Source: an optimization exercise on an open RTL-to-GDS flow (aim: small area, a short achievable clock period and few clock cycles). Production flows keep margins and buffers that such runs may drop.
Power figures rest on the tool's default switching activity, not on a simulated workload.

==> flow/design.v (excerpt) <==
module rolling_hash_pattern_marker_core (
   input  wire logic        clock,
   input  wire logic        reset,
   input  wire logic        req_valid,
   output logic             req_stall,
   input  wire logic [7:0]  req_text_byte,
   input  wire logic        req_end_of_line,
   input  wire logic        req_clear_total,
   output logic             rsp_valid,
   input  wire logic        rsp_stall,
   output logic [7:0]       rsp_out_byte,
   output logic             rsp_line_done,
   output logic             rsp_line_matched,
   output logic [15:0]      rsp_total_matches,
   input  wire logic        csr_valid,
   output logic             csr_ready,
   input  wire logic [2:0]  csr_index,
   input  wire logic [63:0] csr_data
);
   logic [7:0]  pat_ff [16];
   logic        pv_lo_ff, pv_hi_ff;
   logic [3:0]  mm1_ff;                  
   logic        sv_ff, hv_ff;
   logic [7:0]  sb_ff, hb_ff;
   logic        se_ff, sc_ff, he_ff, hc_ff;
   logic [7:0]  w_ff [16];
   logic [14:0] dv_ff;
   logic [3:0]  f_ff;                    
   logic        full_ff;                 
   logic        mm_ff;                   
   logic        sz_ff;                   
   logic        sle_ff;                  
   logic [8:0]  skip_ff;
   logic        matched_ff;
   logic [15:0] total_ff;
   logic        busy_ff;
   logic        br_ff;                   
   logic        beol_ff;                 
   logic        bm_ff;                   
   logic [4:0]  r_ff;
   logic [3:0]  ki_ff;
   logic        ov_ff;
   logic [7:0]  ob_ff;
   logic        od_ff, om_ff;
   logic        csr_wr;
   assign csr_ready = !sv_ff;
   assign csr_wr    = csr_valid && !sv_ff;
   assign req_stall = hv_ff;
   logic        out_free, accept, proc, s_load, wait_c;
   logic [7:0]  c;
   logic        eol, clr;
  ...
Size in the first run: ~1,300 cells after synthesis, about 16,000 um^2 of cells after synthesis.
clock: 11.0 ns
lec_check: 0
cap_margin: 20
core_margin: 2
core_utilization: 35
place_density: 0.5
slew_margin: 20
run.sh (not shown) runs the stock make flow with config.mk's settings and CLKGATE_MAP_FILE= SYNTH_SCRIPT=/design/flow/synth_recipe.tcl, a recipe that flattens the netlist after the stock synthesis.
==> next run, changes <==
--- a/flow/design.v
+++ b/flow/design.v
@@ -34,16 +34,12 @@
    logic        sv_ff, hv_ff;
    logic [7:0]  sb_ff, hb_ff;
    logic        se_ff, sc_ff, he_ff, hc_ff;
    logic [7:0]  w_ff [16];
    logic [14:0] dv_ff;
    logic [3:0]  f_ff;                    
-   logic        full_ff;                 
-   logic        mm_ff;                   
-   logic        sz_ff;                   
-   logic        sle_ff;                  
    logic [8:0]  skip_ff;
    logic        matched_ff;
    logic [15:0] total_ff;
    logic        busy_ff;
    logic        br_ff;                   
    logic        beol_ff;                 
@@ -79,45 +75,44 @@
       dn[0] = eq[0];
       for (int i = 1; i < 16; i++) begin
          dn[i] = dv_ff[i-1] & eq[i];
       end
    end
    assign match     = dn[mm1_ff];
-   assign may_match = mm_ff;
+   assign may_match = (mm1_ff == 4'd0) || dv_ff[mm1_ff - 4'd1];
    logic        full, s_le_f, s_zero;
    logic [3:0]  fl_idx;
    logic [9:0]  skip_sum;
    logic [8:0]  skip_a;
-   assign full     = full_ff;
-   assign s_zero   = sz_ff;
-   assign s_le_f   = sle_ff;
+   assign full     = (f_ff >= mm1_ff);
+   assign s_zero   = (skip_ff == 9'd0);
+   assign s_le_f   = (skip_ff[8:4] == 5'd0) && (skip_ff[3:0] <= f_ff);
    assign fl_idx   = f_ff - skip_ff[3:0];
    assign skip_sum = {1'b0, skip_ff} + {5'd0, mm1_ff} + 10'd1;
    assign skip_a   = skip_sum[9] ? rhpm_pkg::SKIP_MAX : skip_sum[8:0];
    assign wait_c = busy_ff && (may_match || clr || (eol ? s_le_f : (full && s_zero)));
    assign proc   = sv_ff && out_free && !wait_c;
    assign s_load = proc || !sv_ff;
-   logic [3:0]  widx;
-   logic [7:0]  wbyte;
-   assign widx  = busy_ff ? ki_ff : (mm1_ff - 4'd1);
-   assign wbyte = (!busy_ff && (mm1_ff == 4'd0)) ? c : w_ff[widx];
+   logic [7:0]  step_b;
+   assign step_b = (mm1_ff == 4'd0) ? c : w_ff[mm1_ff - 4'd1];
    logic        ld;
    logic [7:0]  nb;
    logic        nd, nm;
    always_comb begin
       ld = 1'b0;
-      nb = wbyte;
+      nb = step_b;
       nd = 1'b0;
       nm = 1'b0;
       if (busy_ff) begin
          ld = out_free;
          if (r_ff == 5'd0) begin
             nb = rhpm_pkg::CLOSE_MARK;
             nd = beol_ff;
             nm = beol_ff;
          end else begin
+            nb = w_ff[ki_ff];
             nd = !br_ff && (r_ff == 5'd1);
             nm = !br_ff && (r_ff == 5'd1) && bm_ff;
          end
       end else if (proc) begin
          if (match) begin
             ld = 1'b1;
@@ -183,57 +178,41 @@
    always_ff @(posedge clock) begin
       if (proc) begin
          w_ff[0] <= c;
          for (int i = 1; i < 16; i++) w_ff[i] <= w_ff[i-1];
       end
    end
-   logic [3:0]  f_nx;
-   logic [8:0]  skip_nx;
-   assign f_nx    = full ? f_ff : (f_ff + 4'd1);
-   assign skip_nx = match ? (skip_a - 9'd1) :
-                    (full && !s_zero) ? (skip_ff - 9'd1) : skip_ff;
    always_ff @(posedge clock) begin
       if (reset) begin
          dv_ff      <= '0;
          f_ff       <= '0;
-         full_ff    <= 1'b1;
-         mm_ff      <= 1'b1;
-         sz_ff      <= 1'b1;
-         sle_ff     <= 1'b1;
          skip_ff    <= '0;
          matched_ff <= 1'b0;
          total_ff   <= '0;
-      end else if (csr_wr && (csr_index == 3'd2)) begin
-         full_ff <= (csr_data[4:0] <= 5'd1);
-         mm_ff   <= (csr_data[4:0] <= 5'd1);
       end else if (proc) begin
          if (clr && !match) begin
             total_ff <= '0;
          end else if (clr) begin
             total_ff <= 16'd1;
          end else if (match && (total_ff != rhpm_pkg::TOTAL_MAX)) begin
             total_ff <= total_ff + 16'd1;
          end
          if (eol) begin
             dv_ff      <= '0;
             f_ff       <= '0;
-            full_ff    <= (mm1_ff == 4'd0);
-            mm_ff      <= (mm1_ff == 4'd0);
-            sz_ff      <= 1'b1;
-            sle_ff     <= 1'b1;
             skip_ff    <= '0;
             matched_ff <= 1'b0;
          end else begin
-            dv_ff   <= dn[14:0];
-            f_ff    <= f_nx;
-            full_ff <= (f_nx == mm1_ff);
-            mm_ff   <= (mm1_ff == 4'd0) || dn[mm1_ff - 4'd1];
-            skip_ff <= skip_nx;
-            sz_ff   <= (skip_nx == 9'd0);
-            sle_ff  <= (skip_nx <= {5'd0, f_nx});
-            if (match) matched_ff <= 1'b1;
+            dv_ff <= dn[14:0];
+            if (!full) f_ff <= f_ff + 4'd1;
+            if (match) begin
+               matched_ff <= 1'b1;
+               skip_ff    <= skip_a - 9'd1;
+            end else if (full && !s_zero) begin
+               skip_ff <= skip_ff - 9'd1;
+            end
          end
       end
    end
    always_ff @(posedge clock) begin
       if (reset) begin
          busy_ff <= 1'b0;
Cell count went up by 0.34%.
Power is higher by about 6%.
Critical path depth came out lower by 8.
Utilization came out lower by 0.76 points.
Final area climbs by about 0.5%.
Routed wire length went up by about 5%.
Combinational power grows by 78%.
Clock-buffer cell count went down by 5.
Synthesized cell count climbs by about 1.8%.
Fmax went down by 13%.
Via count went up by 4.0%.
Sequential cell count decreases by 4.
Worst setup slack is worse by 0.67 ns.
Die area rose by about 1.8%.
Function was not checked in any run of this note: the RTL went through the layout flow alone.

[separate check: timing with driven ports]
How much do the figures lean on ideal ports? The routed layouts below were timed once more, with nothing changed but the port constraints. Step 1 sets driving cells, clkbuf_16 on the clock port and buf_2 on the other inputs (assumed; they add their load-dependent delay and slew). Step 2 also shifts input and output timing later by t, the mid clock arrival at the registers, as if the neighbouring blocks saw the same clock. a / b / c = ideal / step 1 / step 2; a / b = the first two.
run | t (ns) | slack for setup (ns) | worst setup path at the end | latest minus earliest clock arrival (ns) | worst data-port slew with drivers (ns)
the first run | 0.605 | 6.332 / 6.332 / 6.023 | input to register | 0.022 / 0.022 | 0.05
the second run | 0.608 | 5.657 / 5.657 / 5.657 | register to register | 0.021 / 0.020 | 0.05
After both steps every run listed still meets setup and hold. The setup slack of the first run, which loses most, moves by 0.000 ns with the drivers and by -0.309 ns with both steps.
